What follows belongs to an exercise in optimizing a design on an open flow for small area, a short achievable clock period and few clock cycles per item; a production flow would make more cautious choices.
Where RTL was checked, it was by simulation tests only, not by an equivalence proof against the original.
For runs 2 and 3, only the layout was checked, not whether the RTL still works.
Power is estimated from default activity; no workload was simulated.

==> design.v <==
module requant_pack #(
  parameter int MULT_W = 16,
  parameter int LANES  = 4
) (
  input  logic              ACLK,
  input  logic              ARESETN,
  input  logic [31:0]       SD_AXIS_TDATA,
  input  logic              SD_AXIS_TVALID,
  input  logic              SD_AXIS_TLAST,
  output logic              SD_AXIS_TREADY,
  input  logic [MULT_W-1:0] CFG_MULT,
  input  logic [4:0]        CFG_SHIFT,
  input  logic [7:0]        CFG_ZP,
  output logic [31:0]       MO_AXIS_TDATA,
  output logic [3:0]        MO_AXIS_TKEEP,
  output logic              MO_AXIS_TLAST,
  output logic              MO_AXIS_TVALID,
  input  logic              MO_AXIS_TREADY
);
  logic [7:0] p1_q, p2_q, n1_q;    
  logic       t8_q;                
  logic [4:0] sh_q;
  logic [7:0] zp_q;
  logic [7:0] rp1, rp2, rn1;
  logic [8:0] rc;                  
  logic [7:0] rg, rpp, rcy;
  always_comb begin
    for (int j = 0; j < 8; j++) begin
      rg[j]  = CFG_MULT[2*j+1] & CFG_MULT[2*j];
      rpp[j] = CFG_MULT[2*j+1];
    end
  end
  rp_ks8c u_rcarry (.g(rg), .p(rpp), .c(rcy));
  always_comb begin
    rc = {rcy, 1'b0};
    for (int j = 0; j < 8; j++) begin
      rp1[j]   = (CFG_MULT[2*j +: 2] == 2'd1 && !rc[j]) || (CFG_MULT[2*j +: 2] == 2'd0 && rc[j]);
      rp2[j]   = (CFG_MULT[2*j +: 2] == 2'd2 && !rc[j]) || (CFG_MULT[2*j +: 2] == 2'd1 && rc[j]);
      rn1[j]   = (CFG_MULT[2*j +: 2] == 2'd3 && !rc[j]) || (CFG_MULT[2*j +: 2] == 2'd2 && rc[j]);
    end
  end
  always_ff @(posedge ACLK) begin
    p1_q <= rp1;
    p2_q <= rp2;
    n1_q <= rn1;
    t8_q <= rc[8];
    sh_q <= CFG_SHIFT;
    zp_q <= CFG_ZP;
  end
  logic       in_xfer;
  logic [3:0] cred_q;
  logic       rdy_q;
  logic       pack;            
  logic [3:0] cred_d;
  assign SD_AXIS_TREADY = rdy_q;
  assign in_xfer        = SD_AXIS_TVALID && rdy_q;
  always_comb begin
    cred_d = cred_q;
    if (in_xfer && !pack)      cred_d = {cred_q[2:0], 1'b1};
    else if (!in_xfer && pack) cred_d = {1'b0, cred_q[3:1]};
  end
  always_ff @(posedge ACLK or negedge ARESETN) begin
    if (!ARESETN) begin
      cred_q <= 4'd0;
      rdy_q  <= 1'b1;
    end else begin
      cred_q <= cred_d;
      rdy_q  <= !cred_d[3];
    end
  end
  logic [31:0] a_q;
  logic        v1_q, l1_q;
  always_ff @(posedge ACLK) begin
    a_q  <= SD_AXIS_TDATA;
    l1_q <= SD_AXIS_TLAST;
  end
  logic [33:0] ax, ax2;
  logic [33:0] nr0, nr1, nr2, nr3, nr4, nr5, nr6, nr7;
  logic [31:0] nr8;
  logic        pr033, pr133, pr233, pr333, pr433, pr533, pr633, pr733, pr831;
  logic [7:0]  nneg;
  assign ax  = {{2{a_q[31]}}, a_q};
  assign ax2 = {a_q[31], a_q, 1'b0};
  function automatic logic [33:0] nrow(input logic d1, input logic d2, input logic dn);
    nrow = ~(({34{d1}} & ax) | ({34{d2}} & ax2) | ({34{dn}} & ~ax));
  endfunction
  assign nr0 = nrow(p1_q[0], p2_q[0], n1_q[0]);
  assign nr1 = nrow(p1_q[1], p2_q[1], n1_q[1]);
  assign nr2 = nrow(p1_q[2], p2_q[2], n1_q[2]);
  assign nr3 = nrow(p1_q[3], p2_q[3], n1_q[3]);
  assign nr4 = nrow(p1_q[4], p2_q[4], n1_q[4]);
  assign nr5 = nrow(p1_q[5], p2_q[5], n1_q[5]);
  assign nr6 = nrow(p1_q[6], p2_q[6], n1_q[6]);
  assign nr7 = nrow(p1_q[7], p2_q[7], n1_q[7]);
  assign nr8 = ~({32{t8_q}} & a_q);
  assign pr033 = ~nr0[33];
  assign pr133 = ~nr1[33];
  assign pr233 = ~nr2[33];
  assign pr333 = ~nr3[33];
  assign pr433 = ~nr4[33];
  assign pr533 = ~nr5[33];
  assign pr633 = ~nr6[33];
  assign pr733 = ~nr7[33];
  assign pr831 = ~nr8[31];
  assign nneg  = ~n1_q;
  logic ts1, tc1, ts2, tc2, ts3, tc3, ts4, tc4, ts5, tc5, ts6, tc6;
  logic ts7, tc7, ts8, tc8, ts9, tc9, ts10, tc10, ts11, tc11, ts12, tc12;
  logic ts13, tc13, ts14, tc14, ts15, tc15, ts16, tc16, ts17, tc17, ts18, tc18;
  logic ts19, tc19, ts20, tc20, ts21, tc21, ts22, tc22, ts23, tc23, ts24, tc24;
  logic ts25, tc25, ts26, tc26, ts27, tc27, ts28, tc28, ts29, tc29, ts30, tc30;
  logic ts31, tc31, ts32, tc32, ts33, tc33, ts34, tc34, ts35, tc35, ts36, tc36;
  logic ts37, tc37, ts38, tc38, ts39, tc39, ts40, tc40, ts41, tc41, ts42, tc42;
  logic ts43, tc43, ts44, tc44, ts45, tc45, ts46, tc46, ts47, tc47, ts48, tc48;
  logic ts49, tc49, ts50, tc50, ts51, tc51, ts52, tc52, ts53, tc53, ts54, tc54;
  logic ts55, tc55, ts56, tc56, ts57, tc57, ts58, tc58, ts59, tc59, ts60, tc60;
  logic ts61, tc61, ts62, tc62, ts63, tc63, ts64, tc64, ts65, tc65, ts66, tc66;
  logic ts67, tc67, ts68, tc68, ts69, tc69, ts70, tc70, ts71, tc71, ts72, tc72;
  logic ts73, tc73, ts74, tc74, ts75, tc75, ts76, tc76, ts77, tc77, ts78, tc78;
  logic ts79, tc79, ts80, tc80, ts81, tc81, ts82, tc82, ts83, tc83, ts84, tc84;
  logic ts85, tc85, ts86, tc86, ts87, tc87, ts88, tc88, ts89, tc89, ts90, tc90;
  logic ts91, tc91, ts92, tc92, ts93, tc93, ts94, tc94, ts95, tc95, ts96, tc96;
  logic ts97, tc97, ts98, tc98, ts99, tc99, ts100, tc100, ts101, tc101, ts102, tc102;
  logic ts103, tc103, ts104, tc104, ts105, tc105, ts106, tc106, ts107, tc107, ts108, tc108;
  logic ts109, tc109, ts110, tc110, ts111, tc111, ts112, tc112, ts113, tc113, ts114, tc114;
  logic ts115, tc115, ts116, tc116, ts117, tc117, ts118, tc118, ts119, tc119, ts120, tc120;
  logic ts121, tc121, ts122, tc122, ts123, tc123, ts124, tc124, ts125, tc125, ts126, tc126;
  logic ts127, tc127, ts128, tc128, ts129, tc129, ts130, tc130, ts131, tc131, ts132, tc132;
  logic ts133, tc133, ts134, tc134, ts135, tc135, ts136, tc136, ts137, tc137, ts138, tc138;
  logic ts139, tc139, ts140, tc140, ts141, tc141, ts142, tc142, ts143, tc143, ts144, tc144;
  logic ts145, tc145, ts146, tc146, ts147, tc147, ts148, tc148, ts149, tc149, ts150, tc150;
  logic ts151, tc151, ts152, tc152, ts153, tc153, ts154, tc154, ts155, tc155, ts156, tc156;
  logic ts157, tc157, ts158, tc158, ts159, tc159, ts160, tc160, ts161, tc161, ts162, tc162;
  logic ts163, tc163, ts164, tc164, ts165, tc165, ts166, tc166, ts167, tc167, ts168, tc168;
  logic ts169, tc169, ts170, tc170, ts171, tc171, ts172, tc172, ts173, tc173, ts174, tc174;
  logic ts175, tc175, ts176, tc176, ts177, tc177, ts178, tc178, ts179, tc179, ts180, tc180;
  logic ts181, tc181, ts182, tc182, ts183, tc183, ts184, tc184, ts185, tc185, ts186, tc186;
  logic ts187, tc187, ts188, tc188, ts189, tc189, ts190, tc190, ts191, tc191, ts192, tc192;
  logic ts193, tc193, ts194, tc194, ts195, tc195, ts196, tc196, ts197, tc197, ts198, tc198;
  logic ts199, tc199, ts200, tc200, ts201, tc201, ts202, tc202, ts203, tc203, ts204, tc204;
  logic ts205, tc205, ts206, tc206, ts207, tc207, ts208, tc208, ts209, tc209, ts210, tc210;
  logic ts211, tc211, ts212, tc212, ts213, tc213, ts214, tc214, ts215, tc215, ts216, tc216;
  logic ts217, tc217, ts218, tc218, ts219, tc219, ts220, tc220, ts221, tc221, ts222, tc222;
  logic ts223, tc223, ts224, tc224, ts225, tc225, ts226, tc226, ts227, tc227, ts228, tc228;
  logic ts229, tc229, ts230, tc230, ts231, tc231, ts232, tc232, ts233, tc233, ts234, tc234;
  logic ts235, tc235, ts236, tc236, ts237, tc237, ts238, tc238, ts239, tc239, ts240, tc240;
  logic ts241, tc241, ts242, tc242, ts243, tc243, ts244, tc244, ts245, tc245;
  assign ts1 = ~(nr0[10] ^ nr1[8]);
  assign tc1 = nr0[10] | nr1[8];
  assign ts2 = ~(nr0[11] ^ nr1[9]);
  assign tc2 = nr0[11] | nr1[9];
  rp_fa u_fa3 (.x(nr0[12]), .y(nr1[10]), .z(nr2[8]), .s(ts3), .c(tc3));
  assign ts4 = ~(nr3[6] ^ nr4[4]);
  assign tc4 = nr3[6] | nr4[4];
  rp_fa u_fa5 (.x(nr0[13]), .y(nr1[11]), .z(nr2[9]), .s(ts5), .c(tc5));
  assign ts6 = ~(nr3[7] ^ nr4[5]);
  assign tc6 = nr3[7] | nr4[5];
  rp_fa u_fa7 (.x(nr0[14]), .y(nr1[12]), .z(nr2[10]), .s(ts7), .c(tc7));
  rp_fa u_fa8 (.x(nr3[8]), .y(nr4[6]), .z(nr5[4]), .s(ts8), .c(tc8));
  assign ts9 = ~(nr6[2] ^ nr7[0]);
  assign tc9 = nr6[2] | nr7[0];
  rp_fa u_fa10 (.x(nr0[15]), .y(nr1[13]), .z(nr2[11]), .s(ts10), .c(tc10));
  rp_fa u_fa11 (.x(nr3[9]), .y(nr4[7]), .z(nr5[5]), .s(ts11), .c(tc11));
  assign ts12 = ~(nr6[3] ^ nr7[1]);
  assign tc12 = nr6[3] | nr7[1];
  rp_fa u_fa13 (.x(nr0[16]), .y(nr1[14]), .z(nr2[12]), .s(ts13), .c(tc13));
  rp_fa u_fa14 (.x(nr3[10]), .y(nr4[8]), .z(nr5[6]), .s(ts14), .c(tc14));
  rp_fa u_fa15 (.x(nr6[4]), .y(nr7[2]), .z(nr8[0]), .s(ts15), .c(tc15));
  rp_fa u_fa16 (.x(nr0[17]), .y(nr1[15]), .z(nr2[13]), .s(ts16), .c(tc16));
  rp_fa u_fa17 (.x(nr3[11]), .y(nr4[9]), .z(nr5[7]), .s(ts17), .c(tc17));
  rp_fa u_fa18 (.x(nr6[5]), .y(nr7[3]), .z(nr8[1]), .s(ts18), .c(tc18));
  rp_fa u_fa19 (.x(nr0[18]), .y(nr1[16]), .z(nr2[14]), .s(ts19), .c(tc19));
  rp_fa u_fa20 (.x(nr3[12]), .y(nr4[10]), .z(nr5[8]), .s(ts20), .c(tc20));
  rp_fa u_fa21 (.x(nr6[6]), .y(nr7[4]), .z(nr8[2]), .s(ts21), .c(tc21));
  rp_fa u_fa22 (.x(nr0[19]), .y(nr1[17]), .z(nr2[15]), .s(ts22), .c(tc22));
  rp_fa u_fa23 (.x(nr3[13]), .y(nr4[11]), .z(nr5[9]), .s(ts23), .c(tc23));
  rp_fa u_fa24 (.x(nr6[7]), .y(nr7[5]), .z(nr8[3]), .s(ts24), .c(tc24));
  rp_fa u_fa25 (.x(nr0[20]), .y(nr1[18]), .z(nr2[16]), .s(ts25), .c(tc25));
  rp_fa u_fa26 (.x(nr3[14]), .y(nr4[12]), .z(nr5[10]), .s(ts26), .c(tc26));
  rp_fa u_fa27 (.x(nr6[8]), .y(nr7[6]), .z(nr8[4]), .s(ts27), .c(tc27));
  rp_fa u_fa28 (.x(nr0[21]), .y(nr1[19]), .z(nr2[17]), .s(ts28), .c(tc28));
  rp_fa u_fa29 (.x(nr3[15]), .y(nr4[13]), .z(nr5[11]), .s(ts29), .c(tc29));
  rp_fa u_fa30 (.x(nr6[9]), .y(nr7[7]), .z(nr8[5]), .s(ts30), .c(tc30));
  rp_fa u_fa31 (.x(nr0[22]), .y(nr1[20]), .z(nr2[18]), .s(ts31), .c(tc31));
  rp_fa u_fa32 (.x(nr3[16]), .y(nr4[14]), .z(nr5[12]), .s(ts32), .c(tc32));
  rp_fa u_fa33 (.x(nr6[10]), .y(nr7[8]), .z(nr8[6]), .s(ts33), .c(tc33));
  rp_fa u_fa34 (.x(nr0[23]), .y(nr1[21]), .z(nr2[19]), .s(ts34), .c(tc34));
  rp_fa u_fa35 (.x(nr3[17]), .y(nr4[15]), .z(nr5[13]), .s(ts35), .c(tc35));
  rp_fa u_fa36 (.x(nr6[11]), .y(nr7[9]), .z(nr8[7]), .s(ts36), .c(tc36));
  rp_fa u_fa37 (.x(nr0[24]), .y(nr1[22]), .z(nr2[20]), .s(ts37), .c(tc37));
  rp_fa u_fa38 (.x(nr3[18]), .y(nr4[16]), .z(nr5[14]), .s(ts38), .c(tc38));
  rp_fa u_fa39 (.x(nr6[12]), .y(nr7[10]), .z(nr8[8]), .s(ts39), .c(tc39));
  rp_fa u_fa40 (.x(nr0[25]), .y(nr1[23]), .z(nr2[21]), .s(ts40), .c(tc40));
  rp_fa u_fa41 (.x(nr3[19]), .y(nr4[17]), .z(nr5[15]), .s(ts41), .c(tc41));
  rp_fa u_fa42 (.x(nr6[13]), .y(nr7[11]), .z(nr8[9]), .s(ts42), .c(tc42));
  rp_fa u_fa43 (.x(nr0[26]), .y(nr1[24]), .z(nr2[22]), .s(ts43), .c(tc43));
  rp_fa u_fa44 (.x(nr3[20]), .y(nr4[18]), .z(nr5[16]), .s(ts44), .c(tc44));
  rp_fa u_fa45 (.x(nr6[14]), .y(nr7[12]), .z(nr8[10]), .s(ts45), .c(tc45));
  rp_fa u_fa46 (.x(nr0[27]), .y(nr1[25]), .z(nr2[23]), .s(ts46), .c(tc46));
  rp_fa u_fa47 (.x(nr3[21]), .y(nr4[19]), .z(nr5[17]), .s(ts47), .c(tc47));
  rp_fa u_fa48 (.x(nr6[15]), .y(nr7[13]), .z(nr8[11]), .s(ts48), .c(tc48));
  rp_fa u_fa49 (.x(nr0[28]), .y(nr1[26]), .z(nr2[24]), .s(ts49), .c(tc49));
  rp_fa u_fa50 (.x(nr3[22]), .y(nr4[20]), .z(nr5[18]), .s(ts50), .c(tc50));
  rp_fa u_fa51 (.x(nr6[16]), .y(nr7[14]), .z(nr8[12]), .s(ts51), .c(tc51));
  rp_fa u_fa52 (.x(nr0[29]), .y(nr1[27]), .z(nr2[25]), .s(ts52), .c(tc52));
  rp_fa u_fa53 (.x(nr3[23]), .y(nr4[21]), .z(nr5[19]), .s(ts53), .c(tc53));
  rp_fa u_fa54 (.x(nr6[17]), .y(nr7[15]), .z(nr8[13]), .s(ts54), .c(tc54));
  rp_fa u_fa55 (.x(nr0[30]), .y(nr1[28]), .z(nr2[26]), .s(ts55), .c(tc55));
  rp_fa u_fa56 (.x(nr3[24]), .y(nr4[22]), .z(nr5[20]), .s(ts56), .c(tc56));
  rp_fa u_fa57 (.x(nr6[18]), .y(nr7[16]), .z(nr8[14]), .s(ts57), .c(tc57));
  rp_fa u_fa58 (.x(nr0[31]), .y(nr1[29]), .z(nr2[27]), .s(ts58), .c(tc58));
  rp_fa u_fa59 (.x(nr3[25]), .y(nr4[23]), .z(nr5[21]), .s(ts59), .c(tc59));
  rp_fa u_fa60 (.x(nr6[19]), .y(nr7[17]), .z(nr8[15]), .s(ts60), .c(tc60));
  rp_fa u_fa61 (.x(nr0[32]), .y(nr1[30]), .z(nr2[28]), .s(ts61), .c(tc61));
  rp_fa u_fa62 (.x(nr3[26]), .y(nr4[24]), .z(nr5[22]), .s(ts62), .c(tc62));
  rp_fa u_fa63 (.x(nr6[20]), .y(nr7[18]), .z(nr8[16]), .s(ts63), .c(tc63));
  rp_fa u_fa64 (.x(nr1[31]), .y(nr2[29]), .z(nr3[27]), .s(ts64), .c(tc64));
  rp_fa u_fa65 (.x(nr4[25]), .y(nr5[23]), .z(nr6[21]), .s(ts65), .c(tc65));
  rp_fa u_fa66 (.x(nr7[19]), .y(nr8[17]), .z(nr0[33]), .s(ts66), .c(tc66));
  rp_fa u_fa67 (.x(nr1[32]), .y(nr2[30]), .z(nr3[28]), .s(ts67), .c(tc67));
  rp_fa u_fa68 (.x(nr4[26]), .y(nr5[24]), .z(nr6[22]), .s(ts68), .c(tc68));
  rp_fa u_fa69 (.x(nr7[20]), .y(nr8[18]), .z(nr0[33]), .s(ts69), .c(tc69));
  rp_fa u_fa70 (.x(pr133), .y(nr2[31]), .z(nr3[29]), .s(ts70), .c(tc70));
  rp_fa u_fa71 (.x(nr4[27]), .y(nr5[25]), .z(nr6[23]), .s(ts71), .c(tc71));
  rp_fa u_fa72 (.x(nr7[21]), .y(nr8[19]), .z(pr033), .s(ts72), .c(tc72));
  rp_fa u_fa73 (.x(nr2[32]), .y(nr3[30]), .z(nr4[28]), .s(ts73), .c(tc73));
  rp_fa u_fa74 (.x(nr5[26]), .y(nr6[24]), .z(nr7[22]), .s(ts74), .c(tc74));
  assign ts75 = ~(nr8[20] ^ 1'b0);
  assign tc75 = nr8[20] | 1'b0;
  rp_fa u_fa76 (.x(pr233), .y(nr3[31]), .z(nr4[29]), .s(ts76), .c(tc76));
  rp_fa u_fa77 (.x(nr5[27]), .y(nr6[25]), .z(nr7[23]), .s(ts77), .c(tc77));
  rp_fa u_fa78 (.x(nr3[32]), .y(nr4[30]), .z(nr5[28]), .s(ts78), .c(tc78));
  assign ts79 = ~(nr6[26] ^ nr7[24]);
  assign tc79 = nr6[26] | nr7[24];
  rp_fa u_fa80 (.x(pr333), .y(nr4[31]), .z(nr5[29]), .s(ts80), .c(tc80));
  assign ts81 = ~(nr4[32] ^ nr5[30]);
  assign tc81 = nr4[32] | nr5[30];
  assign ts82 = ~(nr0[6] ^ nr1[4]);
  assign tc82 = nr0[6] | nr1[4];
  assign ts83 = ~(nr0[7] ^ nr1[5]);
  assign tc83 = nr0[7] | nr1[5];
  rp_fa u_fa84 (.x(nr0[8]), .y(nr1[6]), .z(nr2[4]), .s(ts84), .c(tc84));
  assign ts85 = ~(nr3[2] ^ nr4[0]);
  assign tc85 = nr3[2] | nr4[0];
  rp_fa u_fa86 (.x(nr0[9]), .y(nr1[7]), .z(nr2[5]), .s(ts86), .c(tc86));
  assign ts87 = ~(nr3[3] ^ nr4[1]);
  assign tc87 = nr3[3] | nr4[1];
  rp_fa u_fa88 (.x(nr2[6]), .y(nr3[4]), .z(nr4[2]), .s(ts88), .c(tc88));
  rp_fa u_fa89 (.x(nr5[0]), .y(nneg[5]), .z(ts1), .s(ts89), .c(tc89));
  rp_fa u_fa90 (.x(nr2[7]), .y(nr3[5]), .z(nr4[3]), .s(ts90), .c(tc90));
  rp_fa u_fa91 (.x(nr5[1]), .y(tc1), .z(ts2), .s(ts91), .c(tc91));
  rp_fa u_fa92 (.x(nr5[2]), .y(nr6[0]), .z(nneg[6]), .s(ts92), .c(tc92));
  rp_fa u_fa93 (.x(tc2), .y(ts3), .z(ts4), .s(ts93), .c(tc93));
  rp_fa u_fa94 (.x(nr5[3]), .y(nr6[1]), .z(tc3), .s(ts94), .c(tc94));
  rp_fa u_fa95 (.x(tc4), .y(ts5), .z(ts6), .s(ts95), .c(tc95));
  rp_fa u_fa96 (.x(nneg[7]), .y(tc5), .z(tc6), .s(ts96), .c(tc96));
  rp_fa u_fa97 (.x(ts7), .y(ts8), .z(ts9), .s(ts97), .c(tc97));
  rp_fa u_fa98 (.x(tc7), .y(tc8), .z(tc9), .s(ts98), .c(tc98));
  rp_fa u_fa99 (.x(ts10), .y(ts11), .z(ts12), .s(ts99), .c(tc99));
  rp_fa u_fa100 (.x(tc10), .y(tc11), .z(tc12), .s(ts100), .c(tc100));
  rp_fa u_fa101 (.x(ts13), .y(ts14), .z(ts15), .s(ts101), .c(tc101));
  rp_fa u_fa102 (.x(tc13), .y(tc14), .z(tc15), .s(ts102), .c(tc102));
  rp_fa u_fa103 (.x(ts16), .y(ts17), .z(ts18), .s(ts103), .c(tc103));
  rp_fa u_fa104 (.x(tc16), .y(tc17), .z(tc18), .s(ts104), .c(tc104));
  rp_fa u_fa105 (.x(ts19), .y(ts20), .z(ts21), .s(ts105), .c(tc105));
  rp_fa u_fa106 (.x(tc19), .y(tc20), .z(tc21), .s(ts106), .c(tc106));
  rp_fa u_fa107 (.x(ts22), .y(ts23), .z(ts24), .s(ts107), .c(tc107));
  rp_fa u_fa108 (.x(tc22), .y(tc23), .z(tc24), .s(ts108), .c(tc108));
  rp_fa u_fa109 (.x(ts25), .y(ts26), .z(ts27), .s(ts109), .c(tc109));
  rp_fa u_fa110 (.x(tc25), .y(tc26), .z(tc27), .s(ts110), .c(tc110));
  rp_fa u_fa111 (.x(ts28), .y(ts29), .z(ts30), .s(ts111), .c(tc111));
  rp_fa u_fa112 (.x(tc28), .y(tc29), .z(tc30), .s(ts112), .c(tc112));
  rp_fa u_fa113 (.x(ts31), .y(ts32), .z(ts33), .s(ts113), .c(tc113));
  rp_fa u_fa114 (.x(tc31), .y(tc32), .z(tc33), .s(ts114), .c(tc114));
  rp_fa u_fa115 (.x(ts34), .y(ts35), .z(ts36), .s(ts115), .c(tc115));
  rp_fa u_fa116 (.x(tc34), .y(tc35), .z(tc36), .s(ts116), .c(tc116));
  rp_fa u_fa117 (.x(ts37), .y(ts38), .z(ts39), .s(ts117), .c(tc117));
  rp_fa u_fa118 (.x(tc37), .y(tc38), .z(tc39), .s(ts118), .c(tc118));
  rp_fa u_fa119 (.x(ts40), .y(ts41), .z(ts42), .s(ts119), .c(tc119));
  rp_fa u_fa120 (.x(tc40), .y(tc41), .z(tc42), .s(ts120), .c(tc120));
  rp_fa u_fa121 (.x(ts43), .y(ts44), .z(ts45), .s(ts121), .c(tc121));
  rp_fa u_fa122 (.x(tc43), .y(tc44), .z(tc45), .s(ts122), .c(tc122));
  rp_fa u_fa123 (.x(ts46), .y(ts47), .z(ts48), .s(ts123), .c(tc123));
  rp_fa u_fa124 (.x(tc46), .y(tc47), .z(tc48), .s(ts124), .c(tc124));
  rp_fa u_fa125 (.x(ts49), .y(ts50), .z(ts51), .s(ts125), .c(tc125));
  rp_fa u_fa126 (.x(tc49), .y(tc50), .z(tc51), .s(ts126), .c(tc126));
  rp_fa u_fa127 (.x(ts52), .y(ts53), .z(ts54), .s(ts127), .c(tc127));
  rp_fa u_fa128 (.x(tc52), .y(tc53), .z(tc54), .s(ts128), .c(tc128));
  rp_fa u_fa129 (.x(ts55), .y(ts56), .z(ts57), .s(ts129), .c(tc129));
  rp_fa u_fa130 (.x(tc55), .y(tc56), .z(tc57), .s(ts130), .c(tc130));
  rp_fa u_fa131 (.x(ts58), .y(ts59), .z(ts60), .s(ts131), .c(tc131));
  rp_fa u_fa132 (.x(tc58), .y(tc59), .z(tc60), .s(ts132), .c(tc132));
  rp_fa u_fa133 (.x(ts61), .y(ts62), .z(ts63), .s(ts133), .c(tc133));
  rp_fa u_fa134 (.x(tc61), .y(tc62), .z(tc63), .s(ts134), .c(tc134));
  rp_fa u_fa135 (.x(ts64), .y(ts65), .z(ts66), .s(ts135), .c(tc135));
  rp_fa u_fa136 (.x(tc64), .y(tc65), .z(tc66), .s(ts136), .c(tc136));
  rp_fa u_fa137 (.x(ts67), .y(ts68), .z(ts69), .s(ts137), .c(tc137));
  rp_fa u_fa138 (.x(tc67), .y(tc68), .z(tc69), .s(ts138), .c(tc138));
  rp_fa u_fa139 (.x(ts70), .y(ts71), .z(ts72), .s(ts139), .c(tc139));
  rp_fa u_fa140 (.x(tc70), .y(tc71), .z(tc72), .s(ts140), .c(tc140));
  rp_fa u_fa141 (.x(ts73), .y(ts74), .z(ts75), .s(ts141), .c(tc141));
  rp_fa u_fa142 (.x(nr8[21]), .y(tc73), .z(tc74), .s(ts142), .c(tc142));
  rp_fa u_fa143 (.x(tc75), .y(ts76), .z(ts77), .s(ts143), .c(tc143));
  rp_fa u_fa144 (.x(nr8[22]), .y(1'b0), .z(tc76), .s(ts144), .c(tc144));
  rp_fa u_fa145 (.x(tc77), .y(ts78), .z(ts79), .s(ts145), .c(tc145));
  rp_fa u_fa146 (.x(nr6[27]), .y(nr7[25]), .z(nr8[23]), .s(ts146), .c(tc146));
  rp_fa u_fa147 (.x(tc78), .y(tc79), .z(ts80), .s(ts147), .c(tc147));
  rp_fa u_fa148 (.x(nr6[28]), .y(nr7[26]), .z(nr8[24]), .s(ts148), .c(tc148));
  rp_fa u_fa149 (.x(1'b0), .y(tc80), .z(ts81), .s(ts149), .c(tc149));
  rp_fa u_fa150 (.x(pr433), .y(nr5[31]), .z(nr6[29]), .s(ts150), .c(tc150));
  rp_fa u_fa151 (.x(nr7[27]), .y(nr8[25]), .z(tc81), .s(ts151), .c(tc151));
  rp_fa u_fa152 (.x(nr5[32]), .y(nr6[30]), .z(nr7[28]), .s(ts152), .c(tc152));
  assign ts153 = ~(nr8[26] ^ 1'b0);
  assign tc153 = nr8[26] | 1'b0;
  rp_fa u_fa154 (.x(pr533), .y(nr6[31]), .z(nr7[29]), .s(ts154), .c(tc154));
  assign ts155 = ~(nr6[32] ^ nr7[30]);
  assign tc155 = nr6[32] | nr7[30];
  assign ts156 = ~(nr0[4] ^ nr1[2]);
  assign tc156 = nr0[4] | nr1[2];
  assign ts157 = ~(nr0[5] ^ nr1[3]);
  assign tc157 = nr0[5] | nr1[3];
  rp_fa u_fa158 (.x(nr2[2]), .y(nr3[0]), .z(nneg[3]), .s(ts158), .c(tc158));
  rp_fa u_fa159 (.x(nr2[3]), .y(nr3[1]), .z(tc82), .s(ts159), .c(tc159));
  rp_fa u_fa160 (.x(nneg[4]), .y(tc83), .z(ts84), .s(ts160), .c(tc160));
  rp_fa u_fa161 (.x(tc84), .y(tc85), .z(ts86), .s(ts161), .c(tc161));
  rp_fa u_fa162 (.x(tc86), .y(tc87), .z(ts88), .s(ts162), .c(tc162));
  rp_fa u_fa163 (.x(tc88), .y(tc89), .z(ts90), .s(ts163), .c(tc163));
  rp_fa u_fa164 (.x(tc90), .y(tc91), .z(ts92), .s(ts164), .c(tc164));
  rp_fa u_fa165 (.x(tc92), .y(tc93), .z(ts94), .s(ts165), .c(tc165));
  rp_fa u_fa166 (.x(tc94), .y(tc95), .z(ts96), .s(ts166), .c(tc166));
  rp_fa u_fa167 (.x(tc96), .y(tc97), .z(ts98), .s(ts167), .c(tc167));
  rp_fa u_fa168 (.x(tc98), .y(tc99), .z(ts100), .s(ts168), .c(tc168));
  rp_fa u_fa169 (.x(tc100), .y(tc101), .z(ts102), .s(ts169), .c(tc169));
  rp_fa u_fa170 (.x(tc102), .y(tc103), .z(ts104), .s(ts170), .c(tc170));
  rp_fa u_fa171 (.x(tc104), .y(tc105), .z(ts106), .s(ts171), .c(tc171));
  rp_fa u_fa172 (.x(tc106), .y(tc107), .z(ts108), .s(ts172), .c(tc172));
  rp_fa u_fa173 (.x(tc108), .y(tc109), .z(ts110), .s(ts173), .c(tc173));
  rp_fa u_fa174 (.x(tc110), .y(tc111), .z(ts112), .s(ts174), .c(tc174));
  rp_fa u_fa175 (.x(tc112), .y(tc113), .z(ts114), .s(ts175), .c(tc175));
  rp_fa u_fa176 (.x(tc114), .y(tc115), .z(ts116), .s(ts176), .c(tc176));
  rp_fa u_fa177 (.x(tc116), .y(tc117), .z(ts118), .s(ts177), .c(tc177));
  rp_fa u_fa178 (.x(tc118), .y(tc119), .z(ts120), .s(ts178), .c(tc178));
  rp_fa u_fa179 (.x(tc120), .y(tc121), .z(ts122), .s(ts179), .c(tc179));
  rp_fa u_fa180 (.x(tc122), .y(tc123), .z(ts124), .s(ts180), .c(tc180));
  rp_fa u_fa181 (.x(tc124), .y(tc125), .z(ts126), .s(ts181), .c(tc181));
  rp_fa u_fa182 (.x(tc126), .y(tc127), .z(ts128), .s(ts182), .c(tc182));
  rp_fa u_fa183 (.x(tc128), .y(tc129), .z(ts130), .s(ts183), .c(tc183));
  rp_fa u_fa184 (.x(tc130), .y(tc131), .z(ts132), .s(ts184), .c(tc184));
  rp_fa u_fa185 (.x(tc132), .y(tc133), .z(ts134), .s(ts185), .c(tc185));
  rp_fa u_fa186 (.x(tc134), .y(tc135), .z(ts136), .s(ts186), .c(tc186));
  rp_fa u_fa187 (.x(tc136), .y(tc137), .z(ts138), .s(ts187), .c(tc187));
  rp_fa u_fa188 (.x(tc138), .y(tc139), .z(ts140), .s(ts188), .c(tc188));
  rp_fa u_fa189 (.x(tc140), .y(tc141), .z(ts142), .s(ts189), .c(tc189));
  rp_fa u_fa190 (.x(tc142), .y(tc143), .z(ts144), .s(ts190), .c(tc190));
  rp_fa u_fa191 (.x(tc144), .y(tc145), .z(ts146), .s(ts191), .c(tc191));
  rp_fa u_fa192 (.x(tc146), .y(tc147), .z(ts148), .s(ts192), .c(tc192));
  rp_fa u_fa193 (.x(tc148), .y(tc149), .z(ts150), .s(ts193), .c(tc193));
  rp_fa u_fa194 (.x(tc150), .y(tc151), .z(ts152), .s(ts194), .c(tc194));
  rp_fa u_fa195 (.x(nr8[27]), .y(tc152), .z(tc153), .s(ts195), .c(tc195));
  rp_fa u_fa196 (.x(nr8[28]), .y(1'b0), .z(tc154), .s(ts196), .c(tc196));
  rp_fa u_fa197 (.x(pr633), .y(nr7[31]), .z(nr8[29]), .s(ts197), .c(tc197));
  assign ts198 = ~(nr7[32] ^ nr8[30]);
  assign tc198 = nr7[32] | nr8[30];
  assign ts199 = ~(pr733 ^ pr831);
  assign tc199 = pr733 | pr831;
  assign ts200 = ~(nr0[2] ^ nr1[0]);
  assign tc200 = nr0[2] | nr1[0];
  assign ts201 = ~(nr0[3] ^ nr1[1]);
  assign tc201 = nr0[3] | nr1[1];
  rp_fa u_fa202 (.x(nr2[0]), .y(nneg[2]), .z(ts156), .s(ts202), .c(tc202));
  rp_fa u_fa203 (.x(nr2[1]), .y(tc156), .z(ts157), .s(ts203), .c(tc203));
  rp_fa u_fa204 (.x(ts82), .y(tc157), .z(ts158), .s(ts204), .c(tc204));
  rp_fa u_fa205 (.x(ts83), .y(tc158), .z(ts159), .s(ts205), .c(tc205));
  rp_fa u_fa206 (.x(ts85), .y(tc159), .z(ts160), .s(ts206), .c(tc206));
  rp_fa u_fa207 (.x(ts87), .y(tc160), .z(ts161), .s(ts207), .c(tc207));
  rp_fa u_fa208 (.x(ts89), .y(tc161), .z(ts162), .s(ts208), .c(tc208));
  rp_fa u_fa209 (.x(ts91), .y(tc162), .z(ts163), .s(ts209), .c(tc209));
  rp_fa u_fa210 (.x(ts93), .y(tc163), .z(ts164), .s(ts210), .c(tc210));
  rp_fa u_fa211 (.x(ts95), .y(tc164), .z(ts165), .s(ts211), .c(tc211));
  rp_fa u_fa212 (.x(ts97), .y(tc165), .z(ts166), .s(ts212), .c(tc212));
  rp_fa u_fa213 (.x(ts99), .y(tc166), .z(ts167), .s(ts213), .c(tc213));
  rp_fa u_fa214 (.x(ts101), .y(tc167), .z(ts168), .s(ts214), .c(tc214));
  rp_fa u_fa215 (.x(ts103), .y(tc168), .z(ts169), .s(ts215), .c(tc215));
  rp_fa u_fa216 (.x(ts105), .y(tc169), .z(ts170), .s(ts216), .c(tc216));
  rp_fa u_fa217 (.x(ts107), .y(tc170), .z(ts171), .s(ts217), .c(tc217));
  rp_fa u_fa218 (.x(ts109), .y(tc171), .z(ts172), .s(ts218), .c(tc218));
  rp_fa u_fa219 (.x(ts111), .y(tc172), .z(ts173), .s(ts219), .c(tc219));
  rp_fa u_fa220 (.x(ts113), .y(tc173), .z(ts174), .s(ts220), .c(tc220));
  rp_fa u_fa221 (.x(ts115), .y(tc174), .z(ts175), .s(ts221), .c(tc221));
  rp_fa u_fa222 (.x(ts117), .y(tc175), .z(ts176), .s(ts222), .c(tc222));
  rp_fa u_fa223 (.x(ts119), .y(tc176), .z(ts177), .s(ts223), .c(tc223));
  rp_fa u_fa224 (.x(ts121), .y(tc177), .z(ts178), .s(ts224), .c(tc224));
  rp_fa u_fa225 (.x(ts123), .y(tc178), .z(ts179), .s(ts225), .c(tc225));
  rp_fa u_fa226 (.x(ts125), .y(tc179), .z(ts180), .s(ts226), .c(tc226));
  rp_fa u_fa227 (.x(ts127), .y(tc180), .z(ts181), .s(ts227), .c(tc227));
  rp_fa u_fa228 (.x(ts129), .y(tc181), .z(ts182), .s(ts228), .c(tc228));
  rp_fa u_fa229 (.x(ts131), .y(tc182), .z(ts183), .s(ts229), .c(tc229));
  rp_fa u_fa230 (.x(ts133), .y(tc183), .z(ts184), .s(ts230), .c(tc230));
  rp_fa u_fa231 (.x(ts135), .y(tc184), .z(ts185), .s(ts231), .c(tc231));
  rp_fa u_fa232 (.x(ts137), .y(tc185), .z(ts186), .s(ts232), .c(tc232));
  rp_fa u_fa233 (.x(ts139), .y(tc186), .z(ts187), .s(ts233), .c(tc233));
  rp_fa u_fa234 (.x(ts141), .y(tc187), .z(ts188), .s(ts234), .c(tc234));
  rp_fa u_fa235 (.x(ts143), .y(tc188), .z(ts189), .s(ts235), .c(tc235));
  rp_fa u_fa236 (.x(ts145), .y(tc189), .z(ts190), .s(ts236), .c(tc236));
  rp_fa u_fa237 (.x(ts147), .y(tc190), .z(ts191), .s(ts237), .c(tc237));
  rp_fa u_fa238 (.x(ts149), .y(tc191), .z(ts192), .s(ts238), .c(tc238));
  rp_fa u_fa239 (.x(ts151), .y(tc192), .z(ts193), .s(ts239), .c(tc239));
  rp_fa u_fa240 (.x(ts153), .y(tc193), .z(ts194), .s(ts240), .c(tc240));
  rp_fa u_fa241 (.x(ts154), .y(tc194), .z(ts195), .s(ts241), .c(tc241));
  rp_fa u_fa242 (.x(ts155), .y(tc195), .z(ts196), .s(ts242), .c(tc242));
  rp_fa u_fa243 (.x(tc155), .y(tc196), .z(ts197), .s(ts243), .c(tc243));
  rp_fa u_fa244 (.x(1'b0), .y(tc197), .z(ts198), .s(ts244), .c(tc244));
  rp_fa u_fa245 (.x(1'b0), .y(tc198), .z(ts199), .s(ts245), .c(tc245));
  logic [47:0] nra, nrb;
  assign nra = {tc244, tc243, tc242, tc241, tc240, tc239, tc238, tc237, tc236, tc235, tc234, tc233, tc232, tc231, tc230, tc229, tc228, tc227, tc226, tc225, tc224, tc223, tc222, tc221, tc220, tc219, tc218, tc217, tc216, tc215, tc214, tc213, tc212, tc211, tc210, tc209, tc208, tc207, tc206, tc205, tc204, tc203, tc202, tc201, tc200, nneg[1], nr0[1], nr0[0]};
  assign nrb = {ts245, ts244, ts243, ts242, ts241, ts240, ts239, ts238, ts237, ts236, ts235, ts234, ts233, ts232, ts231, ts230, ts229, ts228, ts227, ts226, ts225, ts224, ts223, ts222, ts221, ts220, ts219, ts218, ts217, ts216, ts215, ts214, ts213, ts212, ts211, ts210, ts209, ts208, ts207, ts206, ts205, ts204, ts203, ts202, ts201, ts200, 1'b1, nneg[0]};
  logic [47:0] nra_q, nrb_q;
  logic        v2_q, l2_q;
  always_ff @(posedge ACLK) begin
    nra_q <= nra;
    nrb_q <= nrb;
    l2_q  <= l1_q;
  end
  logic [47:0] p;
  logic [48:0] px;
  logic [12:0] win4;           
  logic        ovf;
  assign p  = ~nra_q + ~nrb_q;
  assign px = {p, 1'b0};
  always_comb begin
    win4 = 13'(px >> {sh_q[4:2], 2'b00});
    ovf  = 1'b0;
    for (int i = 8; i < 47; i++) begin
      if (i >= 39 || 5'(i - 8) >= sh_q) ovf = ovf | (p[i] ^ p[47]);
    end
  end
  logic [12:0] win4_q;
  logic        ovf_q, sgn_q;
  logic        v3_q, l3_q;
  always_ff @(posedge ACLK) begin
    win4_q <= win4;
    ovf_q  <= ovf;
    sgn_q  <= p[47];
    l3_q   <= l2_q;
  end
  always_ff @(posedge ACLK or negedge ARESETN) begin
    if (!ARESETN) begin
      v1_q <= 1'b0;
      v2_q <= 1'b0;
      v3_q <= 1'b0;
    end else begin
      v1_q <= in_xfer;
      v2_q <= v1_q;
      v3_q <= v2_q;
    end
  end
  logic [9:0] win;             
  logic [9:0] v;
  logic [7:0] q;
  logic [9:0] zsum;
  rp_ks10 u_zadd (
    .x  ({win[9], win[9:1]}),
    .y  ({{2{zp_q[7]}}, zp_q}),
    .ci (win[0]),
    .s  (zsum)
  );
  always_comb begin
    win = 10'(win4_q >> sh_q[1:0]);
    v = zsum;
    if (ovf_q)                         q = sgn_q ? 8'h80 : 8'h7F;
    else if (!v[9] && v[8:7] != 2'b00) q = 8'h7F;
    else if (v[9] && v[8:7] != 2'b11)  q = 8'h80;
    else                               q = v[7:0];
  end
  logic [8:0] fifo_q [4];
  logic [2:0] wp_q, rp_q;
  logic       fempty;
  logic       can_pack, fifo_push, fifo_pop;
  logic [7:0] pq;
  logic       pl;
  assign fempty    = (wp_q == rp_q);
  assign can_pack  = !MO_AXIS_TVALID || MO_AXIS_TREADY;
  assign fifo_pop  = can_pack && !fempty;
  assign fifo_push = v3_q && !(can_pack && fempty);
  assign pack      = can_pack && (!fempty || v3_q);
  assign {pl, pq}  = fempty ? {l3_q, q} : fifo_q[rp_q[1:0]];
  always_ff @(posedge ACLK) begin
    if (fifo_push) fifo_q[wp_q[1:0]] <= {l3_q, q};
  end
  always_ff @(posedge ACLK or negedge ARESETN) begin
    if (!ARESETN) begin
      wp_q <= 3'd0;
      rp_q <= 3'd0;
    end else begin
      if (fifo_push) wp_q <= wp_q + 3'd1;
      if (fifo_pop)  rp_q <= rp_q + 3'd1;
    end
  end
  logic [31:0] tdata_q;
  logic [3:1]  tkeep_q;
  logic        tlast_q, tvalid_q;
  logic [1:0]  lane_q;
  logic        done;
  assign done = (lane_q == 2'd3) || pl;
  always_ff @(posedge ACLK) begin
    if (pack) begin
      for (int k = 0; k < 4; k++) begin
        if (lane_q == 2'(k))     tdata_q[8*k +: 8] <= pq;
        else if (lane_q < 2'(k)) tdata_q[8*k +: 8] <= 8'd0;
      end
      for (int k = 1; k < 4; k++) tkeep_q[k] <= (lane_q >= 2'(k));
      tlast_q <= pl;
    end
  end
  always_ff @(posedge ACLK or negedge ARESETN) begin
    if (!ARESETN) begin
      lane_q   <= 2'd0;
      tvalid_q <= 1'b0;
    end else begin
      if (pack) begin
        lane_q   <= done ? 2'd0 : lane_q + 2'd1;
        tvalid_q <= done;
      end else if (MO_AXIS_TREADY) begin
        tvalid_q <= 1'b0;
      end
    end
  end
  assign MO_AXIS_TDATA  = tdata_q;
  assign MO_AXIS_TKEEP  = {tkeep_q, 1'b1};
  assign MO_AXIS_TLAST  = tlast_q;
  assign MO_AXIS_TVALID = tvalid_q;
endmodule
module rp_fa (
  input  logic x,
  input  logic y,
  input  logic z,
  output logic s,
  output logic c
);
  assign s = x ^ y ^ z;
  assign c = (x & y) | (x & z) | (y & z);
endmodule
module rp_gp (
  input  logic gh,
  input  logic ph,
  input  logic gl,
  input  logic pl,
  output logic g,
  output logic p
);
  assign g = gh | (ph & gl);
  assign p = ph & pl;
endmodule
module rp_g (
  input  logic gh,
  input  logic ph,
  input  logic gl,
  output logic g
);
  assign g = gh | (ph & gl);
endmodule
module rp_ks8c (
  input  logic [7:0] g,
  input  logic [7:0] p,
  output logic [7:0] c
);
  logic [7:0] g1, p1, g2, p2;
  assign g1[0] = g[0];
  assign p1[0] = p[0];
  for (genvar j = 1; j < 8; j++) begin : l1
    rp_gp u (.gh(g[j]), .ph(p[j]), .gl(g[j-1]), .pl(p[j-1]), .g(g1[j]), .p(p1[j]));
  end
  assign g2[1:0] = g1[1:0];
  assign p2[1:0] = p1[1:0];
  for (genvar j = 2; j < 8; j++) begin : l2
    rp_gp u (.gh(g1[j]), .ph(p1[j]), .gl(g1[j-2]), .pl(p1[j-2]), .g(g2[j]), .p(p2[j]));
  end
  assign c[3:0] = g2[3:0];
  for (genvar j = 4; j < 8; j++) begin : l3
    rp_g u (.gh(g2[j]), .ph(p2[j]), .gl(g2[j-4]), .g(c[j]));
  end
endmodule
module rp_ks10 (
  input  logic [9:0] x,
  input  logic [9:0] y,
  input  logic       ci,
  output logic [9:0] s
);
  logic [9:0] g0, p0, g1, p1, g2, p2, g3, p3, c;
  assign p0 = x ^ y;
  rp_g u_b0 (.gh(x[0] & y[0]), .ph(p0[0]), .gl(ci), .g(g0[0]));
  assign g0[9:1] = x[9:1] & y[9:1];
  assign g1[0] = g0[0];
  assign p1[0] = p0[0];
  for (genvar i = 1; i < 10; i++) begin : l1
    rp_gp u (.gh(g0[i]), .ph(p0[i]), .gl(g0[i-1]), .pl(p0[i-1]), .g(g1[i]), .p(p1[i]));
  end
  assign g2[1:0] = g1[1:0];
  assign p2[1:0] = p1[1:0];
  for (genvar i = 2; i < 10; i++) begin : l2
    rp_gp u (.gh(g1[i]), .ph(p1[i]), .gl(g1[i-2]), .pl(p1[i-2]), .g(g2[i]), .p(p2[i]));
  end
  assign g3[3:0] = g2[3:0];
  assign p3[3:0] = p2[3:0];
  for (genvar i = 4; i < 10; i++) begin : l3
    rp_gp u (.gh(g2[i]), .ph(p2[i]), .gl(g2[i-4]), .pl(p2[i-4]), .g(g3[i]), .p(p3[i]));
  end
  assign c[7:0] = g3[7:0];
  for (genvar i = 8; i < 10; i++) begin : l4
    rp_g u (.gh(g3[i]), .ph(p3[i]), .gl(g3[i-8]), .g(c[i]));
  end
  assign s = p0 ^ {c[8:0], ci};
endmodule
==> flow/run.sh <==
#!/bin/bash
set -e
echo "export SETUP_SLACK_MARGIN = 6.6" >> "$FLOW_CONFIG"
echo "export BUFFER_PORTS_ARGS = -buffer_cell sky130_fd_sc_hd__buf_2" >> "$FLOW_CONFIG"
bash standard.sh > standard.log 2>&1
==> standard.sh <==
#!/bin/bash
# synth_recipe.tcl (not shown) runs the flow's synth.tcl, then flattens the netlist and writes it again
# the make line also repeats each setting of config.mk as NAME=value (left out here)
make -C /OpenROAD-flow-scripts/flow DESIGN_CONFIG=/design/flow/config.mk WORK_HOME=/design/flow/orfs CLKGATE_MAP_FILE= SYNTH_SCRIPT=/design/flow/synth_recipe.tcl "${@:-finish}"
==> config.mk <==
export PLATFORM = sky130hd
export DESIGN_NAME = requant_pack
export DESIGN_NICKNAME = requant_pack
export VERILOG_FILES = /design/flow/design.v
export SDC_FILE = /design/flow/constraint.sdc
export NUM_CORES = 4
export LEC_CHECK = 0
export CAP_MARGIN = 20
export CORE_MARGIN = 2
export CORE_UTILIZATION = 40
export CTS_BUF_LIST = sky130_fd_sc_hd__clkbuf_8
export SLEW_MARGIN = 20
export SYNTH_HIERARCHICAL = 1
export SYNTH_MINIMUM_KEEP_SIZE = 0
export SETUP_SLACK_MARGIN = 6.6
export BUFFER_PORTS_ARGS = -buffer_cell sky130_fd_sc_hd__buf_2
==> constraint.sdc <==
create_clock -name core_clock -period 10.0 [get_ports {ACLK}]
set_input_delay 2.0000 -clock core_clock [delete_from_list [all_inputs] [get_ports {ACLK}]]
set_output_delay 2.0000 -clock core_clock [all_outputs]
set_load 0.01 [all_outputs]
==> run_results.csv, run 1 <==
group,metric,value,unit
setup_path,crit_type,"reg2reg",
setup_path,path_cells,"inv_1 -> ha_1 -> and3b_1 -> o22a_2 -> nand3_1 -> a211o_1 -> a21o_1 -> a21oi_2 -> o221ai_1 -> xnor2_1 -> buf_4 -> or4b_1 -> a32oi_1 -> nand3_1",
sta,fin_crit_sh,0.342,
sta,slew_violations,0,
routing,drtIter0Drc,1553,
sta,skew,55.6,ps
die,fp.dieW,245,µm
routing,avgViaCountPerCell,5.95,
routing,wl_met1,30200,µm
cells_and_area,regArea,0.00632,mm²
die,placement_rows,88,
global_routing,antenna_found_initial,1,
routing,routedWlPerCell,22.3,µm
place,dp_hpwl,48000,µm
die,start_util,0.404,
die,dieArea,0.0602,mm²
clock_network,insertion_delay,690,ps
power,netSwitchingPower,4390,µW
worst_hold_path,min_path_type,"reg2reg",
global_routing,grt_pass1_wl,113000,µm
global_routing,grt_max_degree,42,
routing,ant_nets,0,
global_routing,overflow,0,
clock_network,cts_root_buf,"clkbuf_8",
place,dpl_cell_area,0.0241,mm²
setup_path,max_stage_delay,530,ps
run,cap_viol_max_count,0,
setup_path,crit_path_start_kind,"flop",
routing,first_pass_iters,7,
clock_network,cts.reportedPaths.clkPinSlew,70,ps
setup_path,path_common_cell,"nand3_1",
routing,wirelength,71800,µm
clock_network,cts_sinks,272,
clock_network,htreeDepth,2,
setup_path,critPathArrivalTime,3990,ps
routing,drc,0,
sta,relSlewSlack,0.342,
routing,top_layer,"met4",
cells_and_area,n_fill_cell,5522,
clock_network,clockBufferDepth,3,
cells_and_area,multiInputGateArea,0.0162,mm²
yosys,syn_inst,2420,
power,p_int,4910,µW
power,clockPowerShare,0.117,
status,run_status,"timing/DRC/antenna clean",
sta,rsz0062_at_grt,"yes",
routing,wl_met3,5740,µm
routing,wl_met2,33300,µm
die,boundaryPins,105,
power,pwr-share-seq,0.196,
die,die_h,245,µm
power,netSwitchingFraction,0.472,
setup_path,slowest_stage,"or4b_1",
sta,min_period,3420,ps
setup_path,crit_buf_inv,2,
place,portBuffers,103,
cells_and_area,design_area,0.0263,mm²
sta,final.setup.tns,0,ps
setup_path,cp.required,10570,ps
power,power_density,353,mW/mm²
yosys,yosysWarnings,7,
cells_and_area,fin_util,0.456,
yosys,syn_area,0.0233,mm²
setup_path,path_max_fanout,8,
sta,finalSetupViolCount,0,
global_routing,track_usage,0.237,
routing,via_count,19200,
global_routing,grt_pass1_vias,19700,
clock_network,cts_tree,"yes",
cells_and_area,area_growth_syn_to_layout,12.9,%
sta,worstMarginPinSlew,979,ps
setup_path,crit_family,"compound AO/OA/AOI/OAI gates",
sta,fmaxAchievable,292,MHz
clock_network,cts_buffers,49,
cells_and_area,nets,2793,
power,ir_worst_vdd,0.148,mV
die,core_area,0.0577,mm²
cells_and_area,drive_gt1_frac,0.196,
place,place_congestion,0.880,
power,p_leak,0.0103,µW
yosys,syn_area_per_cell,9.63,µm²
setup_path,end_kind,"flop",
power,p_comb_frac,0.687,
sta,hold_viol,0,
[worst reg2reg max path: cells and delay by family, from the launching register on]
| kind | cells | cell delay (ps) |
|---|---|---|
| buf+inv | 2 | 220 |
| fa+ha+maj | 1 | 330 |
| compound gates | 6 | 1390 |
| simple gates | 4 | 960 |
| flops | 1 | 300 |
| xor+xnor | 1 | 160 |
[worst paths after layout]
| path | start | to | slack [ps] | cells past startpoint |
|---|---|---|---|---|
| worst max-delay path | nra_q[2] | ovf_q | 6580 | 14 |
| worst min-delay path | l1_q | l2_q | 320 | 0 |
| worst max register to register | nra_q[2] | ovf_q | 6580 | 14 |
| worst min register to register | l1_q | l2_q | 320 | 0 |
| max in group asynchronous | ARESETN | rdy_q | 8420 | 1 |
| min in group asynchronous | ARESETN | lane_q[1] | 1270 | 1 |
[placed cells by master (no fill, tap or decap), types with 11 or more instances in the layout]
cell and instances:
buf_4 66, o21a_1 197, nor2_1 104, fa_1 224, nand4_1 21, mux2i_1 18
clkbuf_8 59, a22oi_1 215, nand2_1 153, inv_1 177, ha_2 11, mux4_2 32
and2_1 57, nor2b_1 19, dfrtp_1 15, o21ai_0 89, a221oi_1 34, dfxtp_1 147
xor2_1 30, a21o_1 53, ha_4 20, o211ai_1 12, nand3_1 36, xnor2_1 39
and2_4 15, mux2_2 12, ha_1 54, dfxtp_2 28, nand2b_1 17, edfxtp_1 72
buf_2 103, a21oi_1 59
[power groups by stage]
stage,Combinational [µW],Sequential (µW),Clock [µW]
after global placement,5600,1840,0
after global routing,6970,1860,1180
after floorplan,4080,1750,0
after detailed placement,5630,1850,0
final,6390,1820,1090
after CTS,6090,1830,1130
[cell type report]
type,count,area share
clock buffers,58,0.0303
multi-input cells,1753,0.618
well taps,765,0.0364
repair buffers,178,0.0430
diodes,1,0.0000951
clock inverters,33,0.00880
flip-flops and latches,272,0.240
inverters,164,0.0236
[per-layer routing]
layer / global-route usage / vias to the layer above
met1: 0.309 / 9473
li1: - / 8612
met5: 0 / -
met2: 0.385 / 924
met3: 0.0466 / 179
met4: 0.0959 / 0
[sequential cells by signal, summed over array words and instances (netlist names), 2 cells and up]
register	flops
rp_q	3
fifo_q	36
sh_q	5
a_q	32
lane_q	2
nrb_q	47
zp_q	8
wp_q	3
n1_q	8
p1_q	8
tkeep_q	3
win4_q	13
p2_q	8
nra_q	48
tdata_q	32
cred_q	4
[stage by stage]
step | worst slack [ps] | std cells | power, µW | hold WS (ps)
floorplan | 6560 | 2424 | 5840 | 310
global placement | 5860 | 3086 | 7430 | 316
detailed placement | 5710 | 3086 | 7480 | 312
CTS | 6590 | 3204 | 9050 | 326
global route | 6330 | 3224 | 10000 | 337
finish | 6580 | 3224 | 9300 | 324
[timing repair]
item,in CTS,in global routing
setup endpoints to repair,143,70
setup buffers,27,19
gates resized for setup,164,51
pin swaps,26,10
hold buffers,0,0
Testbench counts, summed over its fixed seeds: cycles 16,416, items 16,384.
==> run 2: changes to the inputs <==
--- a/design.v
+++ b/design.v
@@ -423,15 +423,20 @@
   logic [47:0] p;
   logic [48:0] px;
   logic [12:0] win4;           
-  logic        ovf;
+  logic        ovf, allz, allo;
   assign p  = ~nra_q + ~nrb_q;
   assign px = {p, 1'b0};
   always_comb begin
     win4 = 13'(px >> {sh_q[4:2], 2'b00});
-    ovf  = 1'b0;
+    allz = 1'b1;
+    allo = 1'b1;
     for (int i = 8; i < 47; i++) begin
-      if (i >= 39 || 5'(i - 8) >= sh_q) ovf = ovf | (p[i] ^ p[47]);
+      if (i >= 39 || 5'(i - 8) >= sh_q) begin
+        allz = allz & ~p[i];
+        allo = allo & p[i];
+      end
     end
+    ovf = p[47] ? !allo : !allz;
   end
   logic [12:0] win4_q;
   logic        ovf_q, sgn_q;
--- a/config.mk
+++ b/config.mk
@@ -9,6 +9,8 @@
 export CORE_MARGIN = 2
 export CORE_UTILIZATION = 40
 export CTS_BUF_LIST = sky130_fd_sc_hd__clkbuf_8
+export CTS_CLUSTER_DIAMETER = 60
+export CTS_CLUSTER_SIZE = 20
 export SLEW_MARGIN = 20
 export SYNTH_HIERARCHICAL = 1
 export SYNTH_MINIMUM_KEEP_SIZE = 0
==> run 2 against run 1 <==
Still clean. Core utilization increased by 0.47 points. Non-clock buffer count shrank 3. Global-route usage fell by 0.49 points. Largest power group unchanged.
==> run_results.csv, run 2 <==
group,metric,value,unit
power,p_int,4730,µW
global_routing,overflow,0,
die,boundaryPins,105,
worst_hold_path,min_path_type,"reg2reg",
clock_network,insertion_delay,700,ps
power,power_density,355,mW/mm²
setup_path,end_kind,"flop",
cells_and_area,layout_common_cells,"fa_1 (224), a22oi_1 (213), o21a_1 (201)",
sta,worstMarginPinSlew,851,ps
die,dieArea,0.0594,mm²
clock_network,htreeDepth,1,
clock_network,cts.reportedPaths.clkPinSlew,110,ps
routing,first_pass_iters,6,
routing,avgViaCountPerCell,5.93,
cells_and_area,nets,2755,
die,die_h,244,µm
yosys,syn_area,0.0230,mm²
routing,wl_met1,29300,µm
die,start_util,0.406,
power,netSwitchingPower,4520,µW
setup_path,startpoint,"nra_q[13]",
routing,ant_nets,0,
routing,drtIter0Drc,1558,
power,pwr-share-seq,0.201,
cells_and_area,n_fill_cell,5442,
power,ir_worst_vdd,0.161,mV
global_routing,track_usage,0.232,
global_routing,grt_max_degree,41,
power,p_leak,0.0101,µW
place,dp_hpwl,47100,µm
cells_and_area,regMostFlops,"nra_q",
power,p_comb_frac,0.699,
power,clockPowerShare,0.100,
setup_path,crit_path_start_kind,"flop",
die,core_area,0.0566,mm²
routing,wl_met3,4810,µm
clock_network,clockBufferDepth,3,
clock_network,cts_sinks,272,
clock_network,cts_root_buf,"clkbuf_8",
sta,relSlewSlack,0.432,
sta,skew,30.9,ps
clock_network,cts_buffers,31,
yosys,yosysWarnings,7,
sta,final.setup.tns,0,ps
routing,via_count,18700,
sta,fin_crit_sh,0.353,
routing,routedWlPerCell,22.0,µm
power,netSwitchingFraction,0.489,
routing,top_layer,"met5",
status,run_status,"timing/DRC/antenna clean",
routing,wl_met2,32800,µm
sta,rsz0062_at_grt,"yes",
run,cap_viol_max_count,0,
cells_and_area,largest_reg_flops,48,
setup_path,worstReg2RegStart,"nra_q[13]",
place,place_congestion,0.873,
clock_network,postCtsHoldBufs,0,
global_routing,grt_pass1_wl,111000,µm
sta,slew_violations,0,
setup_path,reg2reg_depth,14,
worst_hold_path,hp-start,"l1_q",
sta,finalSetupViolCount,0,
sta,min_period,3530,ps
die,placement_rows,87,
setup_path,critPathArrivalTime,4090,ps
global_routing,grt_pass1_vias,19400,
setup_path,path_max_fanout,8,
die,fp.dieW,244,µm
sta,fmaxAchievable,284,MHz
setup_path,crit_type,"reg2reg",
power,finalPower,9250,µW
routing,drc,0,
setup_path,cp.required,10560,ps
place,portBuffers,103,
routing,wirelength,69600,µm
yosys,syn_inst,2391,
cells_and_area,drive_gt1_frac,0.203,
cells_and_area,area_growth_syn_to_layout,13.3,%
global_routing,antenna_found_initial,2,
worst_hold_path,holdPathStages,0,
yosys,syn_area_per_cell,9.62,µm²
cells_and_area,final_common_cell,"fa_1",
sta,hold_viol,0,
clock_network,cts_tree,"yes",
## run 2: changes by cell type in the layout (fill, tap and decap cells not counted), moves of 11 or more
cell      delta
clkbuf_8    -26
nand3_1     -19
nor2_1      +17
inv_1       -13
a21oi_1     +12
dfxtp_4     +12
xnor2_1     -12
nand2_1     -11
## run 2: power groups by stage
stage | clock network (µW) | logic [µW] | registers [µW]
floorplan | 0 | 3970 | 1750
global placement | 0 | 5450 | 1880
detailed placement | 0 | 5500 | 1880
CTS | 958 | 6100 | 1860
global route | 997 | 7050 | 1900
finish | 924 | 6460 | 1860
## run 2: final cells by class
class / count / area (µm²) / share of cell area
multi-input combinational: 1731 / 16200 / 0.621
sequential: 272 / 6360 / 0.244
timing repair buffer: 175 / 1160 / 0.0443
tap: 756 / 946 / 0.0363
inverter: 169 / 642 / 0.0246
clock buffer: 32 / 440 / 0.0169
clock inverter: 25 / 345 / 0.0132
antenna: 1 / 2.50 / 0.0000960
## run 2: through the flow
stage | instance area, µm² | setup WS (ps) | instances | hold slack, ps | utilization
floorplan | 23100 | 6620 | 2395 | 310 | -
global placement | 23800 | 5920 | 3052 | 313 | 0.420
detailed placement | 23800 | 5830 | 3052 | 313 | 0.420
global route | 26100 | 6320 | 3161 | 345 | 0.461
CTS | 25700 | 6470 | 3149 | 342 | 0.453
finish | 26100 | 6470 | 3161 | 338 | 0.461
## run 2: worst paths after layout
check	endpoint	slack, ps
setup / recovery	ovf_q	6470
hold / removal	l2_q	340
setup reg to reg	ovf_q	6470
hold reg to reg	l2_q	340
max in group asynchronous	rdy_q	8470
min in group asynchronous	lane_q[1]	1220
## run 2: worst max-delay path, cell delays in order (launching register included)
cell and delay (ps):
dfxtp_1 330, inv_1 60, ha_4 340, nand4_1 150, nor3_2 300, o211ai_1 300, nand3_2 190, buf_4 160
xor2_4 160, a21boi_1 80, a211o_1 230, or4_4 560, nor4_4 250, and4b_1 230, a22oi_1 70
## run 2: layer usage
metal,vias to the layer above,track usage
met2,833,0.387
met3,199,0.0372
li1,8450,-
met5,-,0
met1,9263,0.301
met4,2,0.0891
## run 2: what timing repair did
| action | 4_1_cts | 5_1_grt |
|---|---|---|
| pin swaps | 33 | 25 |
| cloned | 1 | 0 |
| setup endpoints to repair | 129 | 96 |
| buffers inserted | 39 | 11 |
| resized for setup | 176 | 74 |
==> run 3: changes to the inputs <==
==> flow/run.sh (replaced) <==
#!/bin/bash
set -e
echo "export SETUP_SLACK_MARGIN = 6.8" >> "$FLOW_CONFIG"
echo "export BUFFER_PORTS_ARGS = -buffer_cell sky130_fd_sc_hd__buf_2" >> "$FLOW_CONFIG"
bash standard.sh > standard.log 2>&1
--- a/config.mk
+++ b/config.mk
@@ -14,5 +14,5 @@
 export SLEW_MARGIN = 20
 export SYNTH_HIERARCHICAL = 1
 export SYNTH_MINIMUM_KEEP_SIZE = 0
-export SETUP_SLACK_MARGIN = 6.6
+export SETUP_SLACK_MARGIN = 6.8
 export BUFFER_PORTS_ARGS = -buffer_cell sky130_fd_sc_hd__buf_2
==> run 3 against run 2 <==
Final cell count up 0.98%. Sequential share of layout area down 0.42 points. Count of clock-buffer cells in the layout down 3. Cell area up 2.7%. Via count up 1.2%. Core utilization up 1.2 points. First-iteration DRC count up 12%. Wire length up 1.5%. Fmax up 1.4%. Non-clock buffer count up 35.
==> run_results.csv, run 3 <==
group,metric,value,unit
status,run_status,"timing/DRC/antenna clean",
clock_network,cts_tree,"yes",
setup_path,r2r_slack,6520,ps
global_routing,track_usage,0.230,
place,pre_cts_slack,6150,ps
setup_path,worstReg2RegStart,"nra_q[0]",
setup_path,max_stage_delay,580,ps
worst_hold_path,holdPathStages,0,
die,die_h,244,µm
yosys,syn_area_per_cell,9.62,µm²
global_routing,grt_pass1_vias,19500,
routing,ant_nets,0,
setup_path,reg2reg_depth,14,
cells_and_area,design_area,0.0268,mm²
routing,wirelength,70600,µm
sta,slew_violations,0,
power,p_leak,0.0103,µW
sta,min_period,3480,ps
die,placement_rows,87,
sta,relSlewSlack,0.426,
routing,drtIter0Drc,1750,
setup_path,crit_buf_inv,1,
routing,via_count,19000,
worst_hold_path,hp-start,"l2_q",
place,portBuffers,103,
cells_and_area,fin_util,0.473,
setup_path,end_kind,"flop",
sta,skew,23.8,ps
clock_network,cts.reportedPaths.clkPinSlew,110,ps
power,ir_worst_vdd,0.153,mV
yosys,syn_inst,2391,
setup_path,path_cells,"inv_2 -> ha_4 -> ha_4 -> a211oi_4 -> o21ai_4 -> a22o_4 -> o2111a_2 -> nor4_4 -> o32a_1 -> o211ai_1 -> or4_4 -> nor4_4 -> and4b_1 -> a22oi_2",
routing,avgViaCountPerCell,5.94,
clock_network,clockBufferDepth,3,
place,dp_hpwl,47400,µm
setup_path,critPathArrivalTime,4010,ps
cells_and_area,n_fill_cell,5343,
setup_path,crit_path_start_kind,"flop",
setup_path,slowest_stage,"or4_4",
setup_path,crit_type,"reg2reg",
sta,finalSetupViolCount,0,
die,start_util,0.406,
cells_and_area,largest_reg_flops,48,
routing,drc,0,
setup_path,crit_family,"simple AND/OR/NAND/NOR gates",
clock_network,cts_root_buf,"clkbuf_8",
run,cap_viol_max_count,0,
sta,hold_viol,0,
power,power_density,348,mW/mm²
die,boundaryPins,105,
sta,worstMarginPinSlew,860,ps
cells_and_area,drive_gt1_frac,0.230,
cells_and_area,multiInputGateArea,0.0164,mm²
sta,fin_crit_sh,0.348,
global_routing,grt_max_degree,41,
cells_and_area,layout_common_cells,"fa_1 (224), a22oi_1 (212), o21a_1 (199)",
cells_and_area,regMostFlops,"nra_q",
routing,routedWlPerCell,22.1,µm
sta,fin_ws,6520,ps
power,finalPower,9310,µW
cells_and_area,final_common_cell,"fa_1",
clock_network,cts_sinks,272,
sta,final.setup.tns,0,ps
global_routing,overflow,0,
die,fp.dieW,244,µm
sta,fmaxAchievable,288,MHz
clock_network,insertion_delay,660,ps
routing,first_pass_iters,6,
yosys,syn_area,0.0230,mm²
clock_network,cts_buffers,29,
clock_network,postCtsHoldBufs,0,
setup_path,cp.required,10530,ps
cells_and_area,regArea,0.00642,mm²
sta,rsz0062_at_grt,"yes",
die,dieArea,0.0594,mm²
cells_and_area,nets,2788,
worst_hold_path,min_to,"l3_q",
yosys,yosysWarnings,7,
place,place_congestion,0.888,
setup_path,r2r-end,"ovf_q",
clock_network,htreeDepth,1,
global_routing,antenna_found_initial,1,
setup_path,path_max_fanout,4,
global_routing,grt_pass1_wl,110000,µm
worst_hold_path,min_path_type,"reg2reg",
cells_and_area,area_growth_syn_to_layout,16.4,%
place,dpl_cell_area,0.0240,mm²
die,core_area,0.0566,mm²
run 3: cell type report:
cell class,instances,share of cell area
Clock buffer,29,0.0149
Antenna cell,1,0.0000935
Tap cell,756,0.0353
Multi-Input combinational cell,1731,0.612
Sequential cell,272,0.240
Clock inverter,24,0.0116
Inverter,169,0.0241
Timing Repair Buffer,210,0.0621
run 3: worst max-delay path by stage:
| stage | from | endpoint | slack [ps] | depth (start not counted) |
|---|---|---|---|---|
| after detailed placement | nra_q[11] | ovf_q | 6150 | 13 |
| after global routing | nra_q[12] | ovf_q | 6420 | 15 |
| final | nra_q[0] | ovf_q | 6520 | 14 |
| after global placement | nra_q[13] | ovf_q | 6180 | 13 |
| after floorplan | sh_q[0] | tdata_q[14] | 6700 | 15 |
| after CTS | nra_q[0] | ovf_q | 6550 | 15 |
run 3: layer usage:
| layer | vias up | GRT usage | share of wire |
|---|---|---|---|
| li1 | 8524 | - | - |
| met1 | 9391 | 0.307 | 0.42 |
| met2 | 869 | 0.383 | 0.47 |
| met3 | 180 | 0.0349 | 0.078 |
| met4 | 0 | 0.0750 | 0.033 |
| met5 | - | 0 | 0 |
run 3: stage by stage:
step           hold WS [ps]  instances
2_1_floorplan           310       2395
3_3_place_gp            317       3055
3_5_place_dp            315       3055
4_1_cts                 339       3159
5_1_grt                 345       3192
6_report                337       3192
run 3: where the power goes:
group          total (µW)  switching, µW  internal, µW
Sequential           1820            226          1590
Clock                 852            518           333
Combinational        6640           3770          2870
Total                9310           4520          4800
run 3: repair_timing:
action,in CTS,in global routing
endpoints found under the setup margin,179,153
gates cloned,1,1
setup buffers,50,31
pin swaps,34,41
resized for setup,185,144

-- static timing again, ports no longer ideal --
The flow's constraints put no driver on any port. The routed layouts listed below were extracted and timed again, unchanged, in two steps.
Step 1 (the two cells are an assumption about what drives the block):
set clk [get_ports {ACLK}]
set_driving_cell -lib_cell sky130_fd_sc_hd__clkbuf_16 $clk
set_driving_cell -lib_cell sky130_fd_sc_hd__buf_2 [delete_from_list [all_inputs] $clk]
Step 2 adds t to the input delays and takes it off the output delays; t is the mean of the earliest and latest rising clock arrival at the registers after step 1. Input paths then give back, and output paths get back, about the clock's delay inside the block.
Slacks: ideal ports / drivers / drivers and shift; pairs: ideal ports / drivers.
run | t, ns | slack for setup (ns) | worst setup path at the end
run 1 | 0.706 | 6.577 / 6.577 / 6.157 | input to register
run 2 | 0.731 | 6.473 / 6.473 / 6.266 | input to register
run 3 | 0.704 | 6.523 / 6.523 / 6.481 | input to register
After both steps setup and hold are still met in every run listed. For run 1, which loses most, drivers alone change the setup slack by 0.000 ns; drivers and shift together by -0.420 ns.
